From an optimization exercise on the open Yosys and OpenROAD flow, aimed at small area, a short achievable clock period and few clock cycles; shortcuts taken in it are not production practice. The RTL was checked by simulation tests, not by an equivalence proof against the original design.

==> quartz <==
==> flow/design.v <==
package udpw_pkg;
  localparam int unsigned IDLE_US   = 3000;
  localparam int unsigned OUT_LIMIT = 64;
endpackage
module uart_decode_from_pulse_widths (
  input  logic                clk,
  input  logic                rst_n,
  input  logic                in_valid,
  output logic                in_stall,
  input  logic [32:0]         in_data,
  output logic                out_valid,
  input  logic                out_stall,
  output logic [9:0]          out_data,
  input  logic                cfg_we,
  input  logic                cfg_addr,
  input  logic [15:0]         cfg_wdata
);
  localparam int RW = 21;           
  localparam int QD = 8;            
  logic [15:0] bit_r;
  logic [6:0]  max_bytes_r;
  always_ff @(posedge clk) begin
    if (!rst_n) begin
      bit_r       <= 16'd104;
      max_bytes_r <= 7'd64;
    end else if (cfg_we) begin
      if (cfg_addr) max_bytes_r <= cfg_wdata[6:0];
      else          bit_r       <= cfg_wdata;
    end
  end
  logic [19:0] off [9];
  logic [19:0] off10;
  always_ff @(posedge clk) begin
    for (int k = 0; k < 9; k++) begin
      off[k] <= 20'((18'(bit_r) * 18'd3) >> 1) + 20'(20'(bit_r) * 20'(k));
    end
    off10 <= 20'(bit_r) * 20'd10;
  end
  logic [6:0] limit;
  assign limit = (max_bytes_r > 7'd64) ? 7'd64 : max_bytes_r;
  logic [31:0] mem [64];
  logic [6:0]  wr_cnt;
  logic        zero_seen;
  logic        last_taken;
  logic        take, store, take_last;
  logic        ovl, new_in, new_pre, to_pre, mem_we;
  logic [32:0] pre;
  logic        pre_v;
  logic [32:0] nb_sym;
  assign in_stall  = last_taken && pre_v;
  assign take      = in_valid && !in_stall;
  assign ovl       = last_taken;
  assign store     = take && !ovl && !wr_cnt[6];
  assign take_last = take && !ovl && in_data[0];
  assign new_in    = take && ovl && finish;
  assign new_pre   = finish && pre_v;
  assign to_pre    = take && ovl;
  assign nb_sym    = pre_v ? pre : in_data;
  logic pre_wb;
  always_ff @(posedge clk) begin
    for (int r = 0; r < 64; r++) begin
      if (store && wr_cnt[5:0] == 6'(r)) mem[r] <= in_data[32:1];
      else if (r == 0 && pre_wb) mem[r] <= pre[32:1];
    end
  end
  always_ff @(posedge clk) begin
    if (to_pre) pre <= in_data;
    pre_wb <= rst_n && (new_in || new_pre);
  end
  logic [6:0]  f_row;
  logic        f_half;
  logic        dr_v, dr_end, dr_last, dr_h;
  logic [5:0]  dr_row;
  logic        dr_l0, dr_l1, dr_z0, dr_z1;
  logic [14:0] dr_d0, dr_d1;
  logic [15:0] dr_s01;
  logic [8:0]  dr_ca0, dr_ca1, dr_cb;
  always_comb begin
    for (int k = 0; k < 9; k++) begin
      dr_ca0[k] = (off[k] < 20'(dr_d0));
      dr_ca1[k] = (off[k] < 20'(dr_s01));
      dr_cb[k]  = (off[k] < 20'(dr_d1));
    end
  end
  logic        consume, jump, finish, stall_d;
  logic        adv, avail;
  logic [31:0] src;
  logic        src_end, src_last;
  logic [15:0] src_s01, nb_s01;
  logic [5:0]  nx_row_j;
  logic        nx_half_j;
  assign adv   = !dr_v || consume;
  assign avail = (f_row < wr_cnt) || store || last_taken;
  always_comb begin
    if (f_row < wr_cnt) begin
      src      = mem[f_row[5:0]];
      src_end  = 1'b0;
      src_last = last_taken && (f_row == wr_cnt - 7'd1);
    end else if (store) begin
      src      = in_data[32:1];
      src_end  = 1'b0;
      src_last = in_data[0];
    end else begin
      src      = {1'b1, (wr_cnt[6] && !zero_seen) ? 15'd0 : 15'd3000, 1'b0, 15'd0};
      src_end  = 1'b1;
      src_last = 1'b0;
    end
    src_s01 = 16'(src[30:16]) + 16'(src[14:0]);
    nb_s01  = 16'(nb_sym[31:17]) + 16'(nb_sym[15:1]);
  end
  always_ff @(posedge clk) begin
    if (!rst_n) begin
      f_row  <= '0;
      f_half <= 1'b0;
      dr_v   <= 1'b0;
    end else if (finish) begin
      f_row  <= 7'(new_in || new_pre);
      f_half <= 1'b0;
      dr_v   <= new_in || new_pre;
    end else if (jump && consume) begin
      f_row  <= 7'(nx_row_j);
      f_half <= nx_half_j;
      dr_v   <= 1'b0;
    end else if (adv) begin
      dr_v <= avail;
      if (avail) begin
        f_row  <= f_row + 7'd1;
        f_half <= 1'b0;
      end
    end
  end
  always_ff @(posedge clk) begin
    if (adv || finish) begin
      dr_h    <= f_half && !finish;
      dr_row  <= finish ? 6'd0 : f_row[5:0];
      if (finish) begin
        dr_end  <= 1'b0;
        dr_last <= nb_sym[0];
        dr_l0   <= nb_sym[32];
        dr_d0   <= nb_sym[31:17];
        dr_l1   <= nb_sym[16];
        dr_d1   <= nb_sym[15:1];
        dr_s01  <= nb_s01;
      end else begin
        dr_end  <= src_end;
        dr_last <= src_last;
        dr_l0   <= src[31];
        dr_d0   <= src[30:16];
        dr_l1   <= src[15];
        dr_d1   <= src[14:0];
        dr_s01  <= src_s01;
      end
    end
  end
  logic          trk, prev, nbok;
  logic [RW-1:0] rel;
  logic [8:0]    asg, val;
  logic          nx_v, nx_half;
  logic [5:0]    nx_row;
  logic [6:0]    count;
  logic [7:0]    pend;
  logic          pend_v;
  logic          n_trk, n_prev, n_nbok;
  logic [RW-1:0] n_rel;
  logic [8:0]    n_asg, n_val;
  logic          n_nx_v, n_nx_half;
  logic [5:0]    n_nx_row;
  logic          acc;
  logic [7:0]    acc_b;
  logic          end_done;
  logic          lim_now, lim_next;
  logic [RW-1:0] e0c, e1c;
  logic [8:0]    c0c, c1c;
  logic          nb_r, nb_e0;
  assign dr_z0 = (dr_d0 == '0);
  assign dr_z1 = (dr_d1 == '0);
  assign e0c = rel + RW'(dr_d0);
  assign e1c = rel + RW'(dr_s01);
  assign nb_r  = nbok || (rel >= RW'(off10));
  assign nb_e0 = (e0c >= RW'(off10));
  assign lim_now  = (count >= limit);
  assign lim_next = (count + 7'd1 >= limit);
  always_comb begin
    for (int k = 0; k < 9; k++) begin
      c0c[k] = (RW'(off[k]) < e0c);
      c1c[k] = (RW'(off[k]) < e1c);
    end
  end
  always_comb begin
    logic       a0, a1;
    logic       trk0, nbok0, prev0, acc0, jump0, ma0;
    logic [8:0] asg0, val0, new0, new1, c1;
    logic       nxv0, nxh0;
    logic [5:0] nxr0;
    logic       nb1, cand0, cand1;
    logic       tb;
    new0  = '0;
    new1  = '0;
    a0    = dr_v && !dr_z0 && !dr_h && !lim_now;
    trk0  = trk;
    ma0   = 1'b0;
    nbok0 = nbok;
    prev0 = prev;
    asg0  = asg;
    val0  = val;
    nxv0  = nx_v;
    nxr0  = nx_row;
    nxh0  = nx_half;
    acc0  = 1'b0;
    jump0 = 1'b0;
    cand0 = 1'b0;
    if (a0) begin
      if (trk) begin
        new0 = ~asg & c0c;
        asg0 = asg | new0;
        val0 = (val & ~new0) | (new0 & {9{dr_l0}});
        if (!dr_l0 && prev && !nx_v) begin
          nxv0 = 1'b1;
          nxr0 = dr_row;
          nxh0 = 1'b0;
        end
        if (c0c[8]) begin
          trk0 = 1'b0;
          if (dr_l0) begin
            acc0  = 1'b1;
            nbok0 = 1'b0;
          end else if (nxv0) begin
            jump0 = 1'b1;
          end else begin
            nbok0 = 1'b1;
          end
        end
      end else begin
        cand0 = !dr_l0 && prev && nb_r;
        nbok0 = nb_r;
        if (cand0) begin
          asg0 = dr_ca0;
          val0 = '0;
          nxv0 = 1'b0;
          trk0 = !dr_ca0[8];
          ma0  = 1'b1;
        end
      end
      prev0 = dr_l0;
    end
    a1       = dr_v && !dr_z1 && !jump0 && !lim_now && !(acc0 && lim_next);
    c1       = ma0 ? dr_ca1 : c1c;
    n_trk    = trk0;
    n_nbok   = nbok0;
    n_prev   = prev0;
    n_asg    = asg0;
    n_val    = val0;
    n_nx_v   = nxv0;
    n_nx_row = nxr0;
    n_nx_half = nxh0;
    acc      = acc0;
    acc_b    = val0[7:0];
    jump     = jump0;
    n_rel    = ma0 ? RW'(dr_s01) : e1c;
    tb       = 1'b0;
    nb1      = nbok0 || nb_e0;
    cand1    = 1'b0;
    if (a1) begin
      if (trk0) begin
        new1  = ~asg0 & c1;
        n_asg = asg0 | new1;
        n_val = (val0 & ~new1) | (new1 & {9{dr_l1}});
        if (!dr_l1 && prev0 && !nxv0) begin
          n_nx_v    = 1'b1;
          n_nx_row  = dr_row;
          n_nx_half = 1'b1;
        end
        if (c1[8]) begin
          n_trk = 1'b0;
          if (dr_l1) begin
            acc    = 1'b1;
            acc_b  = n_val[7:0];
            n_nbok = 1'b0;
          end else if (n_nx_v) begin
            jump = 1'b1;
          end else begin
            n_nbok = 1'b1;
          end
        end
      end else begin
        cand1  = !dr_l1 && prev0 && nb1;
        n_nbok = nb1;
        if (cand1) begin
          n_asg  = dr_cb;
          n_val  = '0;
          n_nx_v = 1'b0;
          n_trk  = !dr_cb[8];
          tb     = 1'b1;
          n_rel  = RW'(dr_d1);
        end
      end
      n_prev = dr_l1;
    end
    if (!tb && n_rel[RW-1]) n_rel = RW'(1 << (RW - 1));
    end_done = 1'b0;
    if (dr_v && !jump) begin
      if (dr_end) begin
        if (n_trk && n_nx_v) jump = 1'b1;
        else end_done = 1'b1;
      end else if (dr_last && !n_trk) begin
        end_done = 1'b1;
      end
    end
    nx_row_j  = n_nx_row;
    nx_half_j = n_nx_half;
  end
  logic [9:0]  q_mem [QD];
  logic [2:0]  q_head, q_tail;
  logic [3:0]  q_cnt, q_hold;
  logic        pop;
  logic [1:0]  npush;
  logic [9:0]  w0, w1;
  logic [1:0]  p_n;
  logic [9:0]  p_w0, p_w1;
  logic        p_rel;
  assign stall_d = (q_cnt + 4'(p_n) > 4'(QD - 2));
  assign consume = dr_v && !stall_d;
  assign finish  = last_taken && !stall_d &&
                   (lim_now || (consume && ((acc && lim_next) || end_done)));
  always_comb begin
    npush = 2'd0;
    w0    = '0;
    w1    = '0;
    if (acc && consume) begin
      if (pend_v) begin
        w0    = {pend, 2'b10};
        w1    = {acc_b, 2'b11};
        npush = finish ? 2'd2 : 2'd1;
      end else begin
        w0    = {acc_b, 2'b11};
        npush = finish ? 2'd1 : 2'd0;
      end
    end else if (finish) begin
      w0    = pend_v ? {pend, 2'b11} : 10'b00000000_0_1;
      npush = 2'd1;
    end
  end
  always_ff @(posedge clk) begin
    if (!rst_n || finish) begin
      trk    <= 1'b0;
      prev   <= 1'b1;
      nbok   <= 1'b1;
      count  <= '0;
      pend_v <= 1'b0;
      nx_v   <= 1'b0;
    end else if (consume) begin
      if (jump) begin
        trk  <= 1'b0;
        prev <= 1'b1;
        nbok <= 1'b1;
      end else begin
        trk  <= n_trk;
        prev <= n_prev;
        nbok <= n_nbok;
      end
      nx_v  <= n_nx_v;
      count <= count + 7'(acc);
      if (acc) pend_v <= 1'b1;
    end
  end
  always_ff @(posedge clk) begin
    if (consume) begin
      rel     <= n_rel;
      asg     <= n_asg;
      val     <= n_val;
      nx_half <= n_nx_half;
      nx_row  <= n_nx_row;
      if (acc) pend <= acc_b;
    end
  end
  always_ff @(posedge clk) begin
    if (!rst_n) begin
      wr_cnt     <= '0;
      zero_seen  <= 1'b0;
      last_taken <= 1'b0;
      pre_v      <= 1'b0;
    end else if (finish) begin
      wr_cnt     <= 7'(new_in || new_pre);
      zero_seen  <= (new_in || new_pre) && (nb_sym[31:17] == '0 || nb_sym[15:1] == '0);
      last_taken <= (new_in || new_pre) && nb_sym[0];
      pre_v      <= 1'b0;
    end else begin
      if (to_pre) pre_v <= 1'b1;
      if (store) begin
        wr_cnt <= wr_cnt + 7'd1;
        if (in_data[31:17] == '0 || in_data[15:1] == '0) zero_seen <= 1'b1;
      end
      if (take_last) last_taken <= 1'b1;
    end
  end
  assign out_valid = (q_cnt > q_hold);
  assign out_data  = q_mem[q_head];
  assign pop       = out_valid && !out_stall;
  always_ff @(posedge clk) begin
    if (!rst_n) p_n <= '0;
    else        p_n <= npush;
    p_w0  <= w0;
    p_w1  <= w1;
    p_rel <= last_taken || take_last;
  end
  always_ff @(posedge clk) begin
    if (!rst_n) begin
      q_head <= '0;
      q_tail <= '0;
      q_cnt  <= '0;
      q_hold <= '0;
    end else begin
      q_head <= q_head + 3'(pop);
      q_tail <= q_tail + 3'(p_n);
      q_cnt  <= q_cnt + 4'(p_n) - 4'(pop);
      q_hold <= (last_taken || take_last) ? 4'd0 : q_hold + (p_rel ? 4'd0 : 4'(p_n));
    end
  end
  always_ff @(posedge clk) begin
    if (p_n != 2'd0) q_mem[q_tail] <= p_w0;
    if (p_n == 2'd2) q_mem[q_tail + 3'd1] <= p_w1;
  end
endmodule
==> flow/run.sh <==
#!/bin/bash
# synth_recipe.tcl (not shown) runs the flow's synth.tcl, then flattens the netlist and writes it again
# the make line also repeats each setting of config.mk as NAME=value (left out here)
make -C /OpenROAD-flow-scripts/flow DESIGN_CONFIG=/design/flow/config.mk WORK_HOME=/design/flow/orfs CLKGATE_MAP_FILE= SYNTH_SCRIPT=/design/flow/synth_recipe.tcl finish
==> flow/config.mk <==
export PLATFORM = sky130hd
export DESIGN_NAME = uart_decode_from_pulse_widths
export DESIGN_NICKNAME = uart_decode_from_pulse_widths
export VERILOG_FILES = /design/flow/design.v
export SDC_FILE = /design/flow/constraint.sdc
export NUM_CORES = 4
export LEC_CHECK = 0
export CAP_MARGIN = 20
export CORE_MARGIN = 2
export CORE_UTILIZATION = 40
export SLEW_MARGIN = 20
==> flow/constraint.sdc <==
create_clock -name core_clock -period 8.0 [get_ports {clk}]
set_input_delay 1.6000 -clock core_clock [delete_from_list [all_inputs] [get_ports {clk}]]
set_output_delay 1.6000 -clock core_clock [all_outputs]
set_load 0.01 [all_outputs]
==> inputs of pepper, as changes to quartz <==
--- a/flow/design.v
+++ b/flow/design.v
@@ -36,6 +36,12 @@
     end
     off10 <= 20'(bit_r) * 20'd10;
   end
+  function automatic logic ltu(input logic [20:0] a, input logic [20:0] b);
+    logic r;
+    r = 1'b0;
+    for (int i = 0; i < 21; i++) r = (~a[i] & b[i]) | (~(a[i] & ~b[i]) & r);
+    ltu = r;
+  endfunction
   logic [6:0] limit;
   assign limit = (max_bytes_r > 7'd64) ? 7'd64 : max_bytes_r;
   logic [31:0] mem [64];
@@ -77,20 +83,24 @@
   logic [8:0]  dr_ca0, dr_ca1, dr_cb;
   always_comb begin
     for (int k = 0; k < 9; k++) begin
-      dr_ca0[k] = (off[k] < 20'(dr_d0));
-      dr_ca1[k] = (off[k] < 20'(dr_s01));
-      dr_cb[k]  = (off[k] < 20'(dr_d1));
+      dr_ca0[k] = ltu(21'(off[k]), 21'(dr_d0));
+      dr_ca1[k] = ltu(21'(off[k]), 21'(dr_s01));
+      dr_cb[k]  = ltu(21'(off[k]), 21'(dr_d1));
     end
   end
   logic        consume, jump, finish, stall_d;
-  logic        adv, avail;
-  logic [31:0] src;
+  logic        dr_free, avail, take_next;
+  logic [31:0] src, dsrc;
   logic        src_end, src_last;
-  logic [15:0] src_s01, nb_s01;
+  logic [15:0] d_s01, nb_s01;
   logic [5:0]  nx_row_j;
   logic        nx_half_j;
-  assign adv   = !dr_v || consume;
-  assign avail = (f_row < wr_cnt) || store || last_taken;
+  logic        raw_v, raw_end, raw_last, raw_h;
+  logic [5:0]  raw_row;
+  logic [31:0] raw;
+  assign dr_free   = !dr_v || consume;
+  assign avail     = (f_row < wr_cnt) || store || last_taken;
+  assign take_next = avail && (!raw_v || dr_free);
   always_comb begin
     if (f_row < wr_cnt) begin
       src      = mem[f_row[5:0]];
@@ -105,35 +115,63 @@
       src_end  = 1'b1;
       src_last = 1'b0;
     end
-    src_s01 = 16'(src[30:16]) + 16'(src[14:0]);
-    nb_s01  = 16'(nb_sym[31:17]) + 16'(nb_sym[15:1]);
+    if (raw_v)      dsrc = raw;
+    else if (store) dsrc = in_data[32:1];
+    else            dsrc = {1'b1, (wr_cnt[6] && !zero_seen) ? 15'd0 : 15'd3000, 1'b0, 15'd0};
+    d_s01  = 16'(dsrc[30:16]) + 16'(dsrc[14:0]);
+    nb_s01 = 16'(nb_sym[31:17]) + 16'(nb_sym[15:1]);
   end
   always_ff @(posedge clk) begin
     if (!rst_n) begin
       f_row  <= '0;
       f_half <= 1'b0;
+      raw_v  <= 1'b0;
       dr_v   <= 1'b0;
     end else if (finish) begin
       f_row  <= 7'(new_in || new_pre);
       f_half <= 1'b0;
+      raw_v  <= 1'b0;
       dr_v   <= new_in || new_pre;
     end else if (jump && consume) begin
       f_row  <= 7'(nx_row_j);
       f_half <= nx_half_j;
+      raw_v  <= 1'b0;
       dr_v   <= 1'b0;
-    end else if (adv) begin
-      dr_v <= avail;
-      if (avail) begin
+    end else begin
+      if (take_next) begin
         f_row  <= f_row + 7'd1;
         f_half <= 1'b0;
       end
+      if (raw_v) begin
+        if (dr_free) begin
+          dr_v  <= 1'b1;
+          raw_v <= avail;
+        end
+      end else if (f_row < wr_cnt) begin
+        raw_v <= 1'b1;
+        if (dr_free) dr_v <= 1'b0;
+      end else if (avail) begin
+        if (dr_free) dr_v  <= 1'b1;
+        else         raw_v <= 1'b1;
+      end else if (dr_free) begin
+        dr_v <= 1'b0;
+      end
+    end
+  end
+  always_ff @(posedge clk) begin
+    if (!raw_v || dr_free) begin
+      raw      <= src;
+      raw_end  <= src_end;
+      raw_last <= src_last;
+      raw_h    <= f_half;
+      raw_row  <= f_row[5:0];
     end
   end
   always_ff @(posedge clk) begin
-    if (adv || finish) begin
-      dr_h    <= f_half && !finish;
-      dr_row  <= finish ? 6'd0 : f_row[5:0];
+    if (dr_free || finish) begin
       if (finish) begin
+        dr_h    <= 1'b0;
+        dr_row  <= 6'd0;
         dr_end  <= 1'b0;
         dr_last <= nb_sym[0];
         dr_l0   <= nb_sym[32];
@@ -142,13 +180,15 @@
         dr_d1   <= nb_sym[15:1];
         dr_s01  <= nb_s01;
       end else begin
-        dr_end  <= src_end;
-        dr_last <= src_last;
-        dr_l0   <= src[31];
-        dr_d0   <= src[30:16];
-        dr_l1   <= src[15];
-        dr_d1   <= src[14:0];
-        dr_s01  <= src_s01;
+        dr_h    <= raw_v ? raw_h : f_half;
+        dr_row  <= raw_v ? raw_row : f_row[5:0];
+        dr_end  <= raw_v ? raw_end : !store;
+        dr_last <= raw_v ? raw_last : (store && in_data[0]);
+        dr_l0   <= dsrc[31];
+        dr_d0   <= dsrc[30:16];
+        dr_l1   <= dsrc[15];
+        dr_d1   <= dsrc[14:0];
+        dr_s01  <= d_s01;
       end
     end
   end
@@ -176,14 +216,14 @@
   assign dr_z1 = (dr_d1 == '0);
   assign e0c = rel + RW'(dr_d0);
   assign e1c = rel + RW'(dr_s01);
-  assign nb_r  = nbok || (rel >= RW'(off10));
-  assign nb_e0 = (e0c >= RW'(off10));
+  assign nb_r  = nbok || !ltu(rel, 21'(off10));
+  assign nb_e0 = !ltu(e0c, 21'(off10));
   assign lim_now  = (count >= limit);
   assign lim_next = (count + 7'd1 >= limit);
   always_comb begin
     for (int k = 0; k < 9; k++) begin
-      c0c[k] = (RW'(off[k]) < e0c);
-      c1c[k] = (RW'(off[k]) < e1c);
+      c0c[k] = ltu(21'(off[k]), e0c);
+      c1c[k] = ltu(21'(off[k]), e1c);
     end
   end
   always_comb begin
- SETUP_SLACK_MARGIN: not set -> 2.5
==> inputs of yarrow, as changes to quartz <==
--- a/flow/design.v
+++ b/flow/design.v
@@ -36,6 +36,12 @@
     end
     off10 <= 20'(bit_r) * 20'd10;
   end
+  function automatic logic ltu(input logic [20:0] a, input logic [20:0] b);
+    logic r;
+    r = 1'b0;
+    for (int i = 0; i < 21; i++) r = (~a[i] & b[i]) | (~(a[i] & ~b[i]) & r);
+    ltu = r;
+  endfunction
   logic [6:0] limit;
   assign limit = (max_bytes_r > 7'd64) ? 7'd64 : max_bytes_r;
   logic [31:0] mem [64];
@@ -77,20 +83,24 @@
   logic [8:0]  dr_ca0, dr_ca1, dr_cb;
   always_comb begin
     for (int k = 0; k < 9; k++) begin
-      dr_ca0[k] = (off[k] < 20'(dr_d0));
-      dr_ca1[k] = (off[k] < 20'(dr_s01));
-      dr_cb[k]  = (off[k] < 20'(dr_d1));
+      dr_ca0[k] = ltu(21'(off[k]), 21'(dr_d0));
+      dr_ca1[k] = ltu(21'(off[k]), 21'(dr_s01));
+      dr_cb[k]  = ltu(21'(off[k]), 21'(dr_d1));
     end
   end
   logic        consume, jump, finish, stall_d;
-  logic        adv, avail;
-  logic [31:0] src;
+  logic        dr_free, avail, take_next;
+  logic [31:0] src, dsrc;
   logic        src_end, src_last;
-  logic [15:0] src_s01, nb_s01;
+  logic [15:0] d_s01, nb_s01;
   logic [5:0]  nx_row_j;
   logic        nx_half_j;
-  assign adv   = !dr_v || consume;
-  assign avail = (f_row < wr_cnt) || store || last_taken;
+  logic        raw_v, raw_end, raw_last, raw_h;
+  logic [5:0]  raw_row;
+  logic [31:0] raw;
+  assign dr_free   = !dr_v || consume;
+  assign avail     = (f_row < wr_cnt) || store || last_taken;
+  assign take_next = avail && (!raw_v || dr_free);
   always_comb begin
     if (f_row < wr_cnt) begin
       src      = mem[f_row[5:0]];
@@ -105,35 +115,63 @@
       src_end  = 1'b1;
       src_last = 1'b0;
     end
-    src_s01 = 16'(src[30:16]) + 16'(src[14:0]);
-    nb_s01  = 16'(nb_sym[31:17]) + 16'(nb_sym[15:1]);
+    if (raw_v)      dsrc = raw;
+    else if (store) dsrc = in_data[32:1];
+    else            dsrc = {1'b1, (wr_cnt[6] && !zero_seen) ? 15'd0 : 15'd3000, 1'b0, 15'd0};
+    d_s01  = 16'(dsrc[30:16]) + 16'(dsrc[14:0]);
+    nb_s01 = 16'(nb_sym[31:17]) + 16'(nb_sym[15:1]);
   end
   always_ff @(posedge clk) begin
     if (!rst_n) begin
       f_row  <= '0;
       f_half <= 1'b0;
+      raw_v  <= 1'b0;
       dr_v   <= 1'b0;
     end else if (finish) begin
       f_row  <= 7'(new_in || new_pre);
       f_half <= 1'b0;
+      raw_v  <= 1'b0;
       dr_v   <= new_in || new_pre;
     end else if (jump && consume) begin
       f_row  <= 7'(nx_row_j);
       f_half <= nx_half_j;
+      raw_v  <= 1'b0;
       dr_v   <= 1'b0;
-    end else if (adv) begin
-      dr_v <= avail;
-      if (avail) begin
+    end else begin
+      if (take_next) begin
         f_row  <= f_row + 7'd1;
         f_half <= 1'b0;
       end
+      if (raw_v) begin
+        if (dr_free) begin
+          dr_v  <= 1'b1;
+          raw_v <= avail;
+        end
+      end else if (f_row < wr_cnt) begin
+        raw_v <= 1'b1;
+        if (dr_free) dr_v <= 1'b0;
+      end else if (avail) begin
+        if (dr_free) dr_v  <= 1'b1;
+        else         raw_v <= 1'b1;
+      end else if (dr_free) begin
+        dr_v <= 1'b0;
+      end
+    end
+  end
+  always_ff @(posedge clk) begin
+    if (!raw_v || dr_free) begin
+      raw      <= src;
+      raw_end  <= src_end;
+      raw_last <= src_last;
+      raw_h    <= f_half;
+      raw_row  <= f_row[5:0];
     end
   end
   always_ff @(posedge clk) begin
-    if (adv || finish) begin
-      dr_h    <= f_half && !finish;
-      dr_row  <= finish ? 6'd0 : f_row[5:0];
+    if (dr_free || finish) begin
       if (finish) begin
+        dr_h    <= 1'b0;
+        dr_row  <= 6'd0;
         dr_end  <= 1'b0;
         dr_last <= nb_sym[0];
         dr_l0   <= nb_sym[32];
@@ -142,13 +180,15 @@
         dr_d1   <= nb_sym[15:1];
         dr_s01  <= nb_s01;
       end else begin
-        dr_end  <= src_end;
-        dr_last <= src_last;
-        dr_l0   <= src[31];
-        dr_d0   <= src[30:16];
-        dr_l1   <= src[15];
-        dr_d1   <= src[14:0];
-        dr_s01  <= src_s01;
+        dr_h    <= raw_v ? raw_h : f_half;
+        dr_row  <= raw_v ? raw_row : f_row[5:0];
+        dr_end  <= raw_v ? raw_end : !store;
+        dr_last <= raw_v ? raw_last : (store && in_data[0]);
+        dr_l0   <= dsrc[31];
+        dr_d0   <= dsrc[30:16];
+        dr_l1   <= dsrc[15];
+        dr_d1   <= dsrc[14:0];
+        dr_s01  <= d_s01;
       end
     end
   end
@@ -176,14 +216,14 @@
   assign dr_z1 = (dr_d1 == '0);
   assign e0c = rel + RW'(dr_d0);
   assign e1c = rel + RW'(dr_s01);
-  assign nb_r  = nbok || (rel >= RW'(off10));
-  assign nb_e0 = (e0c >= RW'(off10));
+  assign nb_r  = nbok || !ltu(rel, 21'(off10));
+  assign nb_e0 = !ltu(e0c, 21'(off10));
   assign lim_now  = (count >= limit);
   assign lim_next = (count + 7'd1 >= limit);
   always_comb begin
     for (int k = 0; k < 9; k++) begin
-      c0c[k] = (RW'(off[k]) < e0c);
-      c1c[k] = (RW'(off[k]) < e1c);
+      c0c[k] = ltu(21'(off[k]), e0c);
+      c1c[k] = ltu(21'(off[k]), e1c);
     end
   end
   always_comb begin
==> summary of the runs <==
Final cell count: pepper > yarrow > quartz.
Worst hold slack, lowest first: pepper, yarrow, quartz.
Against yarrow, the critical path depth of quartz is higher by 3.
Non-clock buffer count, highest first: pepper, quartz, yarrow.
Sequential share of layout area, lowest first: quartz, pepper, yarrow.
Between quartz and yarrow, the lower synthesized cell count is in quartz (gap about 4%, measured against yarrow).
Testbench counts of quartz, summed over its fixed seeds: cycles 3,853.
Testbench counts of pepper, summed over its fixed seeds: cycles 3,991.
Testbench counts of yarrow, summed over its fixed seeds: cycles 3,991.

separate check: timing with driven ports:
How much do the figures lean on ideal ports? The routed layouts below were timed once more, with nothing changed but the port constraints. Step 1 assumes that a clkbuf_16 drives the clock port and a buf_2 every other input. Step 2 times the ports against the registers' clock, not the clock port: input delays grow and output delays shrink by t, the midpoint of the rising clock arrivals with the driver on. Three values: ideal ports, drivers, drivers and shift; two values: the first two.
run | t, ns | slack for setup (ns) | worst data-port slew with drivers (ns)
quartz | 1.022 | 0.286 / 0.286 / 0.286 | 0.24
pepper | 0.968 | 2.205 / 2.205 / 1.573 | 0.39
yarrow | 0.965 | 0.774 / 0.774 / 0.774 | 0.37
After both steps setup and hold are still met in every run listed. The setup slack of pepper, which loses most, moves by 0.000 ns with the drivers and by -0.632 ns with both steps.
